From an optimization exercise on the open Yosys and OpenROAD flow, aimed at small area and a short achievable clock period; shortcuts taken in it are not production practice. RTL that was checked went through simulation tests only; none was proved equivalent to the original. No activity file was given, so power comes from the tool's default toggle rates.

==> inputs of cedar <==
==> flow/design.v <==
module awb_gain_est #(
    parameter int ACC_W = 24,
    parameter int CNT_W = 16
) (
    input  logic            clk,
    input  logic            rst,
    input  logic            pix_valid_i,
    input  logic [1:0]      pix_color_i,
    input  logic [7:0]      pix_value_i,
    input  logic            pix_last_i,
    output logic [15:0]     K_R,
    output logic [15:0]     K_G,
    output logic [15:0]     K_B,
    output logic            valid_gain_o,
    output logic            busy_o,
    output logic            overrun_o
);
    localparam int SW = 13;    
    localparam int NW = 6;     
    assign K_G = 16'h0100;
    logic close_w;
    assign close_w = pix_valid_i & pix_last_i;
    logic [2:0] p_hit;      
    logic [7:0] p_val;
    logic       p_ovr;      
    always_ff @(posedge clk) begin
        p_hit[0] <= pix_valid_i & (pix_color_i == 2'd0);
        p_hit[1] <= pix_valid_i & (pix_color_i == 2'd1);
        p_hit[2] <= pix_valid_i & (pix_color_i == 2'd2);
        p_ovr    <= close_w & busy_o;
        p_val    <= pix_value_i;
    end
    logic [5:0] ctr, ctr_nx;
    logic       a_main;     
    logic       a_side;     
    logic [2:0] m_hit;      
    logic       last_c;     
    logic       first_c;    
    logic       mul_r, mul_b, div_r, div_b, div_p, cmp_r, cmp_b;
    logic       mulb_r, mulb_b;
    logic       div_r_d, div_b_d, div_p_d;
    assign div_r_d = busy_o & (ctr >= 6'd18) & (ctr <= 6'd31);
    assign div_b_d = busy_o & ~ctr[5] & ctr[4] & (ctr[3] | ctr[2] | ctr[1]);
    assign div_p_d = busy_o & ((ctr == 6'd18) | (div_p & ~last_c));
    assign ctr_nx = busy_o ? ctr + 6'd1 : 6'd0;
    always_ff @(posedge clk or posedge rst) begin
        if (rst) begin
            busy_o       <= 1'b0;
            a_main       <= 1'b0;
            a_side       <= 1'b0;
            m_hit        <= 3'b000;
            overrun_o    <= 1'b0;
            valid_gain_o <= 1'b0;
            last_c       <= 1'b0;
            first_c      <= 1'b0;
            mul_r        <= 1'b0;
            mul_b        <= 1'b0;
            div_r        <= 1'b0;
            div_b        <= 1'b0;
            div_p        <= 1'b0;
            cmp_r        <= 1'b0;
            cmp_b        <= 1'b0;
            mulb_r       <= 1'b0;
            mulb_b       <= 1'b0;
        end else begin
            a_main  <= ~last_c;
            a_side  <= last_c & ~(close_w & busy_o);
            for (int c = 0; c < 3; c++)
                m_hit[c] <= (~busy_o | (last_c & ~close_w)) & pix_valid_i &
                            (pix_color_i == 2'(c));
            first_c <= ~busy_o & close_w;
            last_c  <= busy_o & (ctr == 6'd31);
            mul_r   <= busy_o & (ctr >= 6'd2) & (ctr <= 6'd17);
            mul_b   <= busy_o & ((~ctr[5] & ~ctr[4] & (ctr[3] | ctr[2] | ctr[1])) |
                                 (ctr[5:1] == 5'b01000));
            div_r   <= div_r_d;
            div_b   <= div_b_d;
            div_p   <= div_p_d;
            cmp_r   <= busy_o & (ctr >= 6'd2) & (ctr <= 6'd31);
            cmp_b   <= busy_o & ~ctr[5] & (ctr[4:1] != 4'd0);
            mulb_r  <= busy_o & (ctr >= 6'd6) & (ctr <= 6'd17);
            mulb_b  <= busy_o & ((~ctr[5] & ~ctr[4] & (ctr[3] | (ctr[2] & ctr[1]))) |
                                 (ctr[5:1] == 5'b01000));
            if (close_w & busy_o)
                overrun_o <= 1'b1;
            if (busy_o) begin
                if (last_c) begin
                    busy_o       <= 1'b0;
                    valid_gain_o <= 1'b1;
                end
            end else if (close_w) begin
                busy_o <= 1'b1;
            end
        end
    end
    always_ff @(posedge clk)
        ctr <= ctr_nx;
    logic [SW-1:0] side_s [3];
    logic [NW-1:0] side_n [3];
    for (genvar c = 0; c < 3; c++) begin : g_side
        logic [SW-1:0] ss;
        logic [NW-1:0] sn;
        logic          co_s, co_n;
        awb_bk_add #(SW) u_s (.a(side_s[c]), .b(p_hit[c] ? SW'(p_val) : '0),
                              .ci(1'b0), .s(ss), .co(co_s));
        awb_bk_add #(NW) u_n (.a(side_n[c]), .b('0), .ci(p_hit[c]),
                              .s(sn), .co(co_n));
        always_ff @(posedge clk) begin
            if (first_c | p_ovr) begin
                side_s[c] <= '0;
                side_n[c] <= '0;
            end else begin
                side_s[c] <= ss;
                side_n[c] <= sn;
            end
        end
    end
    logic [23:0] S_R, S_G, S_B;
    logic [15:0] N_R, N_G, N_B;
    logic [23:0] s_nx [3];
    logic [15:0] n_nx [3];
    logic [23:0] s_cur [3];
    logic [15:0] n_cur [3];
    assign s_cur[0] = S_R; assign s_cur[1] = S_G; assign s_cur[2] = S_B;
    assign n_cur[0] = N_R; assign n_cur[1] = N_G; assign n_cur[2] = N_B;
    for (genvar c = 0; c < 3; c++) begin : g_main
        logic [23:0] sb;
        logic [15:0] nb;
        logic        hit, co_s, co_n;
        assign hit = m_hit[c];
        assign sb  = (a_side ? 24'(side_s[c]) : 24'd0) | (a_main ? s_cur[c] : 24'd0);
        assign nb  = (a_side ? 16'(side_n[c]) : 16'd0) | (a_main ? n_cur[c] : 16'd0);
        awb_bk_add #(24) u_s (.a(sb), .b(hit ? 24'(p_val) : 24'd0), .ci(1'b0),
                              .s(s_nx[c]), .co(co_s));
        awb_bk_add #(16) u_n (.a(nb), .b(16'd0), .ci(hit), .s(n_nx[c]), .co(co_n));
    end
    logic [23:0] P_AR, P_AB;
    logic [15:0] P_BR, P_BB;
    logic [17:0] t_br, t_bb;
    logic [16:0] x0_r, x1_r, x2_r, cs_s_r, cs_c_r;
    logic [16:0] x0_b, x1_b, x2_b, cs_s_b, cs_c_b;
    assign x0_r = {1'b0, P_BR};
    assign x1_r = {1'b0, S_R[0] ? N_G : 16'd0};
    assign x2_r = {S_R[1] ? N_G : 16'd0, 1'b0};
    assign x0_b = {1'b0, P_BB};
    assign x1_b = {1'b0, S_B[0] ? N_G : 16'd0};
    assign x2_b = {S_B[1] ? N_G : 16'd0, 1'b0};
    assign cs_s_r = x0_r ^ x1_r ^ x2_r;
    assign cs_c_r = (x0_r & x1_r) | (x0_r & x2_r) | (x1_r & x2_r);
    assign cs_s_b = x0_b ^ x1_b ^ x2_b;
    assign cs_c_b = (x0_b & x1_b) | (x0_b & x2_b) | (x1_b & x2_b);
    logic co_br, co_bb;
    awb_bk_add #(17) u_mbr (.a({1'b0, cs_s_r[16:1]}), .b(cs_c_r), .ci(1'b0),
                            .s(t_br[17:1]), .co(co_br));
    awb_bk_add #(17) u_mbb (.a({1'b0, cs_s_b[16:1]}), .b(cs_c_b), .ci(1'b0),
                            .s(t_bb[17:1]), .co(co_bb));
    assign t_br[0] = cs_s_r[0];
    assign t_bb[0] = cs_s_b[0];
    logic [4:0]  E_R, E_B;
    logic [44:0] rem_r, rem_b;
    logic [45:0] op_r, op_b, pre_r, pre_b, sm_r, sm_b;
    logic [39:0] d_r, d_b;
    logic        co_r, co_b;
    logic        iv_r0, iv_r1, iv_b0, iv_b1;
    assign rem_r = {E_R, N_R, P_AR};
    assign rem_b = {E_B, N_B, P_AB};
    assign d_r   = {P_BR, S_R};
    assign d_b   = {P_BB, S_B};
    always_comb begin
        pre_r = '0;
        pre_b = '0;
        if (div_r)
            pre_r = {1'b0, d_r, 5'd0};
        else if (mul_r)
            pre_r[23:0] = N_R[15] ? S_G : 24'd0;
        if (div_b)
            pre_b = {1'b0, d_b, 5'd0};
        else if (mul_b)
            pre_b[23:0] = N_B[15] ? S_G : 24'd0;
    end
    assign op_r = pre_r ^ {{23{iv_r0}}, {23{iv_r1}}};
    assign op_b = pre_b ^ {{23{iv_b0}}, {23{iv_b1}}};
    awb_hc_add #(46) u_ar (.a({rem_r, 1'b0}), .b(op_r), .ci(iv_r1),
                           .s(sm_r), .co(co_r));
    awb_hc_add #(46) u_ab (.a({rem_b, 1'b0}), .b(op_b), .ci(iv_b1),
                           .s(sm_b), .co(co_b));
    always_ff @(posedge clk) begin
        S_R <= mulb_r ? {t_br[1:0], S_R[23:2]} : s_nx[0];
        S_B <= mulb_b ? {t_bb[1:0], S_B[23:2]} : s_nx[2];
        S_G <= div_b ? {s_nx[1][23:13], S_G[11:0], ~sm_b[45]} : s_nx[1];
        N_G <= div_r ? {n_nx[1][15:13], N_G[11:0], ~sm_r[45]} : n_nx[1];
        N_R <= cmp_r ? sm_r[39:24] : n_nx[0];
        N_B <= cmp_b ? sm_b[39:24] : n_nx[2];
    end
    always_ff @(posedge clk) begin
        P_AR <= cmp_r ? sm_r[23:0] : 24'd0;
        P_AB <= cmp_b ? sm_b[23:0] : 24'd0;
        E_R  <= div_p ? sm_r[44:40] : 5'd0;
        E_B  <= div_p ? sm_b[44:40] : 5'd0;
        iv_r0 <= div_r_d & ~sm_r[45];
        iv_r1 <= div_p_d & ~sm_r[45];
        iv_b0 <= div_b_d & ~sm_b[45];
        iv_b1 <= div_p_d & ~sm_b[45];
        if (mulb_r)
            P_BR <= t_br[17:2];
        else if (~div_p)
            P_BR <= '0;
        if (mulb_b)
            P_BB <= t_bb[17:2];
        else if (~div_p)
            P_BB <= '0;
    end
    logic dz_r, dz_b;
    assign dz_r = (d_r == '0);
    assign dz_b = (d_b == '0);
    function automatic logic [11:0] fin(input logic [12:0] q, input logic dz);
        if (dz)
            fin = 12'h100;
        else if (q[12])
            fin = 12'hFFF;
        else
            fin = q[11:0];
    endfunction
    logic [11:0] kr, kb, kr_nx, kb_nx;
    assign kr_nx = fin(N_G[12:0], dz_r) ^ 12'h100;
    assign kb_nx = fin(S_G[12:0], dz_b) ^ 12'h100;
    always_ff @(posedge clk or posedge rst) begin
        if (rst) begin
            kr <= 12'h000;
            kb <= 12'h000;
        end else if (last_c) begin
            kr <= kr_nx;
            kb <= kb_nx;
        end
    end
    assign K_R = {4'h0, kr ^ 12'h100};
    assign K_B = {4'h0, kb ^ 12'h100};
endmodule
module awb_bk_add #(
    parameter int W = 8
) (
    input  logic [W-1:0] a,
    input  logic [W-1:0] b,
    input  logic         ci,
    output logic [W-1:0] s,
    output logic         co
);
    localparam int N = W + 1;           
    localparam int L = (N <= 2) ? 1 : (N <= 4) ? 2 : (N <= 8) ? 3 :
                       (N <= 16) ? 4 : (N <= 32) ? 5 : (N <= 64) ? 6 : 7;
    logic [W:0] g, p, x;
    always_comb begin
        g[0] = ci;
        p[0] = 1'b0;
        x[0] = 1'b0;
        for (int i = 0; i < W; i++) begin
            g[i+1] = a[i] & b[i];
            p[i+1] = a[i] ^ b[i];
            x[i+1] = a[i] ^ b[i];
        end
        for (int l = 0; l < L; l++)
            for (int i = (2 << l) - 1; i < N; i += (2 << l)) begin
                g[i] = g[i] | (p[i] & g[i - (1 << l)]);
                p[i] = p[i] & p[i - (1 << l)];
            end
        for (int l = L - 2; l >= 0; l--)
            for (int i = (3 << l) - 1; i < N; i += (2 << l)) begin
                g[i] = g[i] | (p[i] & g[i - (1 << l)]);
                p[i] = p[i] & p[i - (1 << l)];
            end
    end
    for (genvar i = 0; i < W; i++) begin : g_s
        assign s[i] = x[i+1] ^ g[i];
    end
    assign co = g[W];
endmodule
module awb_hc_add #(
    parameter int W = 8
) (
    input  logic [W-1:0] a,
    input  logic [W-1:0] b,
    input  logic         ci,
    output logic [W-1:0] s,
    output logic         co
);
    localparam int N = W + 1;
    localparam int L = (N <= 2) ? 1 : (N <= 4) ? 2 : (N <= 8) ? 3 :
                       (N <= 16) ? 4 : (N <= 32) ? 5 : (N <= 64) ? 6 : 7;
    logic [W:0] g, p, x, gn, pn;
    always_comb begin
        g[0] = ci;
        p[0] = 1'b0;
        x[0] = 1'b0;
        for (int i = 0; i < W; i++) begin
            g[i+1] = a[i] & b[i];
            p[i+1] = a[i] ^ b[i];
            x[i+1] = a[i] ^ b[i];
        end
        for (int i = 1; i < N; i += 2) begin
            g[i] = g[i] | (p[i] & g[i-1]);
            p[i] = p[i] & p[i-1];
        end
        for (int l = 1; l < L; l++) begin
            gn = g;
            pn = p;
            for (int i = 1; i < N; i += 2)
                if (i - (1 << l) >= 0) begin
                    gn[i] = g[i] | (p[i] & g[i - (1 << l)]);
                    pn[i] = p[i] & p[i - (1 << l)];
                end
            g = gn;
            p = pn;
        end
        for (int i = 2; i < N; i += 2) begin
            g[i] = g[i] | (p[i] & g[i-1]);
            p[i] = p[i] & p[i-1];
        end
    end
    for (genvar i = 0; i < W; i++) begin : g_s
        assign s[i] = x[i+1] ^ g[i];
    end
    assign co = g[W];
endmodule
==> flow/flow/run.sh <==
#!/bin/bash
# Standard layout, with fast port buffers and repair_timing asked for extra
# setup slack so the achieved period shrinks. Each make step's log lands in
# orfs/logs; make's own output goes to make_finish.log.
set -euo pipefail
bash standard.sh SETUP_SLACK_MARGIN=9.15 \
  "BUFFER_PORTS_ARGS=-buffer_cell sky130_fd_sc_hd__buf_4" \
  finish > make_finish.log 2>&1
==> flow/standard.sh <==
#!/bin/bash
# synth_recipe.tcl (not shown) runs the flow's synth.tcl, then flattens the netlist and writes it again
# the make line also repeats each setting of config.mk as NAME=value (left out here)
make -C /OpenROAD-flow-scripts/flow DESIGN_CONFIG=/design/flow/config.mk WORK_HOME=/design/flow/orfs CLKGATE_MAP_FILE= SYNTH_SCRIPT=/design/flow/synth_recipe.tcl "${@:-finish}"
==> flow/config.mk <==
export PLATFORM = sky130hd
export DESIGN_NAME = awb_gain_est
export DESIGN_NICKNAME = awb_gain_est
export VERILOG_FILES = /design/flow/design.v
export SDC_FILE = /design/flow/constraint.sdc
export NUM_CORES = 4
export LEC_CHECK = 0
export CAP_MARGIN = 20
export CORE_MARGIN = 2
export CORE_UTILIZATION = 40
export CTS_BUF_LIST = sky130_fd_sc_hd__clkbuf_8
export CTS_CLUSTER_DIAMETER = 55
export CTS_CLUSTER_SIZE = 16
export SLEW_MARGIN = 20
==> flow/constraint.sdc <==
create_clock -name core_clock -period 13.0 [get_ports {clk}]
set_input_delay 2.6000 -clock core_clock [delete_from_list [all_inputs] [get_ports {clk}]]
set_output_delay 2.6000 -clock core_clock [all_outputs]
set_load 0.01 [all_outputs]
==> harbor: changes against cedar <==
--- a/flow/design.v
+++ b/flow/design.v
@@ -31,24 +31,18 @@
         p_val    <= pix_value_i;
     end
     logic [5:0] ctr, ctr_nx;
-    logic       a_main;     
-    logic       a_side;     
-    logic [2:0] m_hit;      
+    logic       ld;         
+    logic       fresh;      
     logic       last_c;     
     logic       first_c;    
     logic       mul_r, mul_b, div_r, div_b, div_p, cmp_r, cmp_b;
     logic       mulb_r, mulb_b;
-    logic       div_r_d, div_b_d, div_p_d;
-    assign div_r_d = busy_o & (ctr >= 6'd18) & (ctr <= 6'd31);
-    assign div_b_d = busy_o & ~ctr[5] & ctr[4] & (ctr[3] | ctr[2] | ctr[1]);
-    assign div_p_d = busy_o & ((ctr == 6'd18) | (div_p & ~last_c));
     assign ctr_nx = busy_o ? ctr + 6'd1 : 6'd0;
     always_ff @(posedge clk or posedge rst) begin
         if (rst) begin
             busy_o       <= 1'b0;
-            a_main       <= 1'b0;
-            a_side       <= 1'b0;
-            m_hit        <= 3'b000;
+            ld           <= 1'b0;
+            fresh        <= 1'b1;
             overrun_o    <= 1'b0;
             valid_gain_o <= 1'b0;
             last_c       <= 1'b0;
@@ -63,19 +57,16 @@
             mulb_r       <= 1'b0;
             mulb_b       <= 1'b0;
         end else begin
-            a_main  <= ~last_c;
-            a_side  <= last_c & ~(close_w & busy_o);
-            for (int c = 0; c < 3; c++)
-                m_hit[c] <= (~busy_o | (last_c & ~close_w)) & pix_valid_i &
-                            (pix_color_i == 2'(c));
+            fresh   <= 1'b0;
+            ld      <= last_c;
             first_c <= ~busy_o & close_w;
             last_c  <= busy_o & (ctr == 6'd31);
             mul_r   <= busy_o & (ctr >= 6'd2) & (ctr <= 6'd17);
             mul_b   <= busy_o & ((~ctr[5] & ~ctr[4] & (ctr[3] | ctr[2] | ctr[1])) |
                                  (ctr[5:1] == 5'b01000));
-            div_r   <= div_r_d;
-            div_b   <= div_b_d;
-            div_p   <= div_p_d;
+            div_r   <= busy_o & (ctr >= 6'd18) & (ctr <= 6'd31);
+            div_b   <= busy_o & ~ctr[5] & ctr[4] & (ctr[3] | ctr[2] | ctr[1]);
+            div_p   <= busy_o & ((ctr == 6'd18) | (div_p & ~last_c));
             cmp_r   <= busy_o & (ctr >= 6'd2) & (ctr <= 6'd31);
             cmp_b   <= busy_o & ~ctr[5] & (ctr[4:1] != 4'd0);
             mulb_r  <= busy_o & (ctr >= 6'd6) & (ctr <= 6'd17);
@@ -119,6 +110,10 @@
     logic [15:0] N_R, N_G, N_B;
     logic [23:0] s_nx [3];
     logic [15:0] n_nx [3];
+    logic take;           
+    logic zap;            
+    assign zap  = fresh | (ld & p_ovr);
+    assign take = (~busy_o | first_c | ld) & ~zap;
     logic [23:0] s_cur [3];
     logic [15:0] n_cur [3];
     assign s_cur[0] = S_R; assign s_cur[1] = S_G; assign s_cur[2] = S_B;
@@ -127,9 +122,9 @@
         logic [23:0] sb;
         logic [15:0] nb;
         logic        hit, co_s, co_n;
-        assign hit = m_hit[c];
-        assign sb  = (a_side ? 24'(side_s[c]) : 24'd0) | (a_main ? s_cur[c] : 24'd0);
-        assign nb  = (a_side ? 16'(side_n[c]) : 16'd0) | (a_main ? n_cur[c] : 16'd0);
+        assign hit = take & p_hit[c];
+        assign sb  = zap ? '0 : ld ? 24'(side_s[c]) : s_cur[c];
+        assign nb  = zap ? '0 : ld ? 16'(side_n[c]) : n_cur[c];
         awb_bk_add #(24) u_s (.a(sb), .b(hit ? 24'(p_val) : 24'd0), .ci(1'b0),
                               .s(s_nx[c]), .co(co_s));
         awb_bk_add #(16) u_n (.a(nb), .b(16'd0), .ci(hit), .s(n_nx[c]), .co(co_n));
@@ -156,33 +151,32 @@
                             .s(t_bb[17:1]), .co(co_bb));
     assign t_br[0] = cs_s_r[0];
     assign t_bb[0] = cs_s_b[0];
-    logic [4:0]  E_R, E_B;
-    logic [44:0] rem_r, rem_b;
-    logic [45:0] op_r, op_b, pre_r, pre_b, sm_r, sm_b;
+    logic [5:0]  E_R, E_B;
+    logic [45:0] rem_r, rem_b, op_r, op_b, sm_r, sm_b;
     logic [39:0] d_r, d_b;
-    logic        co_r, co_b;
-    logic        iv_r0, iv_r1, iv_b0, iv_b1;
+    logic        sg_r, sg_b, co_r, co_b;
+    logic        sx_r, sx_b;      
     assign rem_r = {E_R, N_R, P_AR};
     assign rem_b = {E_B, N_B, P_AB};
     assign d_r   = {P_BR, S_R};
     assign d_b   = {P_BB, S_B};
+    assign sg_r  = E_R[5];
+    assign sg_b  = E_B[5];
     always_comb begin
-        pre_r = '0;
-        pre_b = '0;
+        op_r = '0;
+        op_b = '0;
         if (div_r)
-            pre_r = {1'b0, d_r, 5'd0};
+            op_r = {1'b0, d_r, 5'd0} ^ {{23{~sg_r}}, {23{~sx_r}}};
         else if (mul_r)
-            pre_r[23:0] = N_R[15] ? S_G : 24'd0;
+            op_r[23:0] = N_R[15] ? S_G : 24'd0;
         if (div_b)
-            pre_b = {1'b0, d_b, 5'd0};
+            op_b = {1'b0, d_b, 5'd0} ^ {{23{~sg_b}}, {23{~sx_b}}};
         else if (mul_b)
-            pre_b[23:0] = N_B[15] ? S_G : 24'd0;
-    end
-    assign op_r = pre_r ^ {{23{iv_r0}}, {23{iv_r1}}};
-    assign op_b = pre_b ^ {{23{iv_b0}}, {23{iv_b1}}};
-    awb_hc_add #(46) u_ar (.a({rem_r, 1'b0}), .b(op_r), .ci(iv_r1),
+            op_b[23:0] = N_B[15] ? S_G : 24'd0;
+    end
+    awb_bk_add #(46) u_ar (.a({rem_r[44:0], 1'b0}), .b(op_r), .ci(div_r & ~sg_r),
                            .s(sm_r), .co(co_r));
-    awb_hc_add #(46) u_ab (.a({rem_b, 1'b0}), .b(op_b), .ci(iv_b1),
+    awb_bk_add #(46) u_ab (.a({rem_b[44:0], 1'b0}), .b(op_b), .ci(div_b & ~sg_b),
                            .s(sm_b), .co(co_b));
     always_ff @(posedge clk) begin
         S_R <= mulb_r ? {t_br[1:0], S_R[23:2]} : s_nx[0];
@@ -195,12 +189,10 @@
     always_ff @(posedge clk) begin
         P_AR <= cmp_r ? sm_r[23:0] : 24'd0;
         P_AB <= cmp_b ? sm_b[23:0] : 24'd0;
-        E_R  <= div_p ? sm_r[44:40] : 5'd0;
-        E_B  <= div_p ? sm_b[44:40] : 5'd0;
-        iv_r0 <= div_r_d & ~sm_r[45];
-        iv_r1 <= div_p_d & ~sm_r[45];
-        iv_b0 <= div_b_d & ~sm_b[45];
-        iv_b1 <= div_p_d & ~sm_b[45];
+        E_R  <= div_p ? sm_r[45:40] : 6'd0;
+        E_B  <= div_p ? sm_b[45:40] : 6'd0;
+        sx_r <= div_r & sm_r[45];
+        sx_b <= div_b & sm_b[45];
         if (mulb_r)
             P_BR <= t_br[17:2];
         else if (~div_p)
@@ -274,50 +266,3 @@
     end
     assign co = g[W];
 endmodule
-module awb_hc_add #(
-    parameter int W = 8
-) (
-    input  logic [W-1:0] a,
-    input  logic [W-1:0] b,
-    input  logic         ci,
-    output logic [W-1:0] s,
-    output logic         co
-);
-    localparam int N = W + 1;
-    localparam int L = (N <= 2) ? 1 : (N <= 4) ? 2 : (N <= 8) ? 3 :
-                       (N <= 16) ? 4 : (N <= 32) ? 5 : (N <= 64) ? 6 : 7;
-    logic [W:0] g, p, x, gn, pn;
-    always_comb begin
-        g[0] = ci;
-        p[0] = 1'b0;
-        x[0] = 1'b0;
-        for (int i = 0; i < W; i++) begin
-            g[i+1] = a[i] & b[i];
-            p[i+1] = a[i] ^ b[i];
-            x[i+1] = a[i] ^ b[i];
-        end
-        for (int i = 1; i < N; i += 2) begin
-            g[i] = g[i] | (p[i] & g[i-1]);
-            p[i] = p[i] & p[i-1];
-        end
-        for (int l = 1; l < L; l++) begin
-            gn = g;
-            pn = p;
-            for (int i = 1; i < N; i += 2)
-                if (i - (1 << l) >= 0) begin
-                    gn[i] = g[i] | (p[i] & g[i - (1 << l)]);
-                    pn[i] = p[i] & p[i - (1 << l)];
-                end
-            g = gn;
-            p = pn;
-        end
-        for (int i = 2; i < N; i += 2) begin
-            g[i] = g[i] | (p[i] & g[i-1]);
-            p[i] = p[i] & p[i-1];
-        end
-    end
-    for (genvar i = 0; i < W; i++) begin : g_s
-        assign s[i] = x[i+1] ^ g[i];
-    end
-    assign co = g[W];
-endmodule
==> flow/flow/run.sh (replaced) <==
#!/bin/bash
# Standard layout, with fast port buffers and repair_timing asked for extra
# setup slack so the achieved period shrinks. Each make step's log lands in
# orfs/logs; make's own output goes to make_finish.log.
set -euo pipefail
bash standard.sh SETUP_SLACK_MARGIN=9 \
  "BUFFER_PORTS_ARGS=-buffer_cell sky130_fd_sc_hd__buf_4" \
  finish > make_finish.log 2>&1
CTS_BUF_LIST = sky130_fd_sc_hd__clkbuf_8 sky130_fd_sc_hd__clkbuf_16   (was sky130_fd_sc_hd__clkbuf_8)
CTS_CLUSTER_DIAMETER = 60   (was 55)
CTS_CLUSTER_SIZE = 20   (was 16)
==> indigo: changes against cedar <==
==> flow/flow/run.sh (replaced) <==
#!/bin/bash
# Standard layout, with fast port buffers and repair_timing asked for extra
# setup slack so the achieved period shrinks. Each make step's log lands in
# orfs/logs; make's own output goes to make_finish.log.
set -euo pipefail
bash standard.sh SETUP_SLACK_MARGIN=9 \
  "BUFFER_PORTS_ARGS=-buffer_cell sky130_fd_sc_hd__buf_4" \
  finish > make_finish.log 2>&1
CELL_PAD_IN_SITES_DETAIL_PLACEMENT = 0   (was default)
CELL_PAD_IN_SITES_GLOBAL_PLACEMENT = 0   (was default)
CTS_BUF_LIST = sky130_fd_sc_hd__clkbuf_16   (was sky130_fd_sc_hd__clkbuf_8)
CTS_CLUSTER_DIAMETER = 80   (was 55)
CTS_CLUSTER_SIZE = 26   (was 16)
PLACE_DENSITY = 0.75   (was default)
==> results.txt <==
metric	harbor	cedar	indigo
Clock tree buffer count of the final layout	39	39	24
Sequential group share of total power	32.4%	34.2%	35.8%
Initial core utilization	40.3%	40.7%	40.7%
Fill cell total of the finished layout	5358	5392	5350
# placed instances	3094	3112	3113
Cell with the most instances after synthesis	and2_1	dfxtp_1	dfxtp_1
Switching Fraction	40.0%	43.2%	42.3%
Number of rows created at floorplan	88	87	87
Register area share after synthesis	30.7%	31.2%	31.2%
Cell internal pwr	3100 uW	2920 uW	2790 uW
Maximum operating frequency	251 MHz	258 MHz	258 MHz
Post-Route Skew	0.0317 ns	0.0668 ns	0.0334 ns
Result of the run	finished clean	finished clean	finished clean
Count of multi-input gates	1836	1821	1820
Wire length after detailed routing	59300 um	59900 um	52800 um
Count of state elements after synthesis	329	332	332
Static leakage	0.0127 uW	0.0126 uW	0.0121 uW
Met2 Routed Length	28400 um	28100 um	24300 um
Number of gates on the worst path with buffers counted	15	19	16
Via count of the first global-routing pass	17100	17700	16400
Mux cell area share after synthesis	4.80%	2.29%	2.29%
Met2 track demand over resource in global routing	34.0%	33.3%	29.5%
Number of sinks handled by clock tree synthesis	329	332	332
Final estimated routing congestion in global placement	0.860	0.922	0.900
Psw	2070 uW	2220 uW	2050 uW
For harbor, only the layout was checked, not whether the RTL still works.

port drivers added, routing unchanged:
The flow's constraints put no driver on any port. The routed layouts listed below were extracted and timed again, unchanged, in two steps. Step 1 sets driving cells, clkbuf_16 on the clock port and buf_2 on the other inputs (assumed; they add their load-dependent delay and slew). Step 2 times the ports against the registers' clock, not the clock port: input delays grow and output delays shrink by t, the midpoint of the rising clock arrivals with the driver on. Three values: ideal ports, drivers, drivers and shift; two values: the first two.
run | t (ns) | setup WS [ns] | worst slew at a driven data input, ns
cedar | 0.681 | 9.125 / 9.083 / 9.125 | 0.03
harbor | 0.615 | 9.019 / 9.002 / 9.019 | 0.03
indigo | 0.620 | 9.118 / 9.097 / 9.118 | 0.03
After both steps every run listed still meets setup and hold.
